This design comes from an exercise in tuning for small area, a short achievable clock period and few clock cycles on the open sky130 flow, not from production work. Function was checked by simulation only, so behaviour that the tests miss may differ from the original. Power figures rest on the tool's default switching activity, not on a simulated workload.

Setup of exp/garnet:
// icache_dm
module icache_dm #(
    parameter int NUM_LINES = 64
) (
    input  logic        clk,
    input  logic        reset,
    input  logic [31:0] ifetch,
    input  logic [31:0] instraddress,
    input  logic        iready,
    output logic [31:0] instruction,
    output logic        hit,
    output logic        miss,
    output logic [31:0] fetchaddr
);
    localparam int INDEX_W  = 6;
    localparam int TAG_W    = 30 - INDEX_W;
    localparam int PF_AHEAD = 32;
    logic [NUM_LINES-1:0] valid;
    logic [TAG_W-1:0]     tag_array  [NUM_LINES];
    logic [31:0]          data_array [NUM_LINES];
    logic                 busy;       
    logic [29:0]          out_addr;   
    logic [29:0]          req_addr;   
    logic [29:0]          pf_ptr;     
    logic [29:0]          next_addr;  
    logic [6:0]           pf_d;
    logic [29:0]          sv_ptr;
    logic [6:0]           sv_d;
    logic                 restore;
    logic [29:0]          addr;
    logic [INDEX_W-1:0]   cur_index;
    logic [TAG_W-1:0]     cur_tag;
    logic [INDEX_W-1:0]   out_index;
    logic                 present_n;
    logic                 answer;
    logic                 bypass;
    logic                 mem_free;
    logic                 seq;
    logic                 demand;
  ...
For scale: ~7900 cells after synthesis, roughly 130 I/O pins, roughly 140000 µm² of cells after synthesis.
make LEC_CHECK=0 CAP_MARGIN=20 CORE_MARGIN=2 CORE_UTILIZATION=55 CTS_CLUSTER_DIAMETER=80 CTS_CLUSTER_SIZE=30 SETUP_SLACK_MARGIN=2.0 SLEW_MARGIN=20 SYNTH_HIERARCHICAL=1 SYNTH_MINIMUM_KEEP_SIZE=0 finish   # period 5.0 ns
run.sh (not shown) runs the stock make flow with config.mk's settings and CLKGATE_MAP_FILE= SYNTH_SCRIPT=/design/flow/synth_recipe.tcl, a recipe that flattens the netlist after the stock synthesis.
Testbench counts of exp/garnet, summed over its fixed seeds: cycles 37,271.
## Diff of input files: exp/nickel against exp/garnet
Settings: changing SETUP_SLACK_MARGIN from 2.0 to 1.5; removing CTS_CLUSTER_DIAMETER (formerly 80); removing CTS_CLUSTER_SIZE (formerly 30).
==> comparison <==
exp/nickel: no failed stages, no open violations at the end
Relative to exp/garnet, multi-input gate count decreased by 0.85% in exp/nickel.
Taking exp/garnet as the reference, in exp/nickel sequential cell area share dropped 2.1 points, amount of wire on met2 after detailed routing dropped about 0.56%, fmax dropped 4.4%, total power climbed 21%.
The run showing the greater clock power is exp/nickel.
Compared to exp/garnet, exp/nickel has share of power burned in registers 11 points lower.
Summary of the comparison: smallest setup slack after layout is lower in exp/nickel, relative to exp/garnet.
diff inputs: exp/nickel => exp/juniper
Settings: putting CTS_CLUSTER_SIZE at 30 where nothing was set; swapping 1.5 for 2.5 in SETUP_SLACK_MARGIN; putting CTS_CLUSTER_DIAMETER at 80 where nothing was set.
Findings:
exp/juniper vs exp/nickel: power down by more than 10%
Hold slack delta (exp/juniper − exp/nickel): favourable
Going from exp/nickel to exp/juniper, wire length of the first global-routing pass increased by 29000 µm relative to the old numbers; number of global-route vias before repair closely matched the old numbers.
Via-per-instance ratio (exp/juniper vs. exp/nickel) increases by a few percent
sky130_fd_sc_hd__nand4_1 as the cell at the slowest stage of the critical path was reported by exp/juniper, and sky130_fd_sc_hd__nor2_2 by exp/nickel.
exp/juniper against exp/nickel: fraction of area in multi-input gates +1.4 points, count of non-CTS buffers in the layout +48%, final critical delay including setup and external delays down 0.045 ns.
Via count went up by a few percent going from exp/nickel to exp/juniper.

========
icache_dm, a different RTL version from the one above (not shown whole).
For scale: about 9100 cells after synthesis, about 130 I/O pins, about 0.15 mm^2 of cells after synthesis.
make LEC_CHECK=0 CAP_MARGIN=20 CORE_MARGIN=2 CORE_UTILIZATION=55 CTS_CLUSTER_DIAMETER=80 CTS_CLUSTER_SIZE=30 SETUP_SLACK_MARGIN=2.0 SLEW_MARGIN=20 SYNTH_HIERARCHICAL=1 SYNTH_MINIMUM_KEEP_SIZE=0 finish   # period 5.0 ns
Testbench counts at the start, summed over its fixed seeds: cycles 37,271.
Then changed:
--- a/flow/config.mk
+++ b/flow/config.mk
@@ -9,7 +9,5 @@
 export CORE_MARGIN = 2
 export CORE_UTILIZATION = 55
-export CTS_CLUSTER_DIAMETER = 80
-export CTS_CLUSTER_SIZE = 30
-export SETUP_SLACK_MARGIN = 2.0
+export SETUP_SLACK_MARGIN = 1.5
 export SLEW_MARGIN = 20
 export SYNTH_HIERARCHICAL = 1
After rerunning: Core utilization grows by 2.6 points; total power grows by about a fifth; synthesized cell count stays the same; die area is unchanged; wire length grows slightly; sequential power hardly moves; final area grows by a few percent; count of clock-buffer cells in the layout grows by 283.
Then changed:
--- a/flow/config.mk
+++ b/flow/config.mk
@@ -9,5 +9,7 @@
 export CORE_MARGIN = 2
 export CORE_UTILIZATION = 55
-export SETUP_SLACK_MARGIN = 1.5
+export CTS_CLUSTER_DIAMETER = 80
+export CTS_CLUSTER_SIZE = 30
+export SETUP_SLACK_MARGIN = 2.5
 export SLEW_MARGIN = 20
 export SYNTH_HIERARCHICAL = 1
- wire length rose by about 3%
- global-route usage increases by 0.31 points
- sequential power stays flat
- critical path depth rose by 3
- count of clock-buffer cells in the layout fell by 279
- setup slack improved by 650 ps
- area after synthesis stays the same

==> port drivers added, routing unchanged <==
Ports are ideal in the flow. The routed layouts listed here were re-timed in OpenROAD. Step 1, drivers: a clkbuf_16 drives clk and a buf_2 each remaining input, both assumed. Step 2 adds t to the input delays and takes it off the output delays; t is the mean of the earliest and latest rising clock arrival at the registers after step 1. Input paths then give back, and output paths get back, about the clock's delay inside the block. a / b / c = ideal ports / drivers / drivers and shift; a / b = the first two.
| run | shift t [ns] | slack for setup (ns) | hold slack, ns | worst register clock-pin slew, ns |
|---|---|---|---|---|
| exp/garnet | 0.976 | 1.550 / 1.622 / 0.647 | 0.481 / 0.396 / 0.481 | 0.11 / 0.11 |
| exp/nickel | 1.066 | 1.390 / 1.455 / 0.389 | 0.288 / 0.231 / 0.476 | 0.07 / 0.07 |
| exp/juniper | 0.959 | 1.435 / 1.472 / 0.513 | 0.488 / 0.436 / 0.488 | 0.12 / 0.12 |
| the first run of note 2 | 0.989 | 1.938 / 1.948 / 0.964 | 0.401 / 0.386 / 0.482 | 0.12 / 0.12 |
| the second run of note 2 | 1.012 | 1.560 / 1.627 / 0.615 | 0.466 / 0.413 / 0.466 | 0.07 / 0.07 |
| the third run of note 2 | 1.012 | 2.210 / 2.003 / 0.991 | 0.477 / 0.421 / 0.477 | 0.12 / 0.12 |
After both steps setup and hold are still met in every run listed. The setup slack of the third run of note 2, which loses most, moves by -0.207 ns with the drivers and by -1.219 ns with both steps.
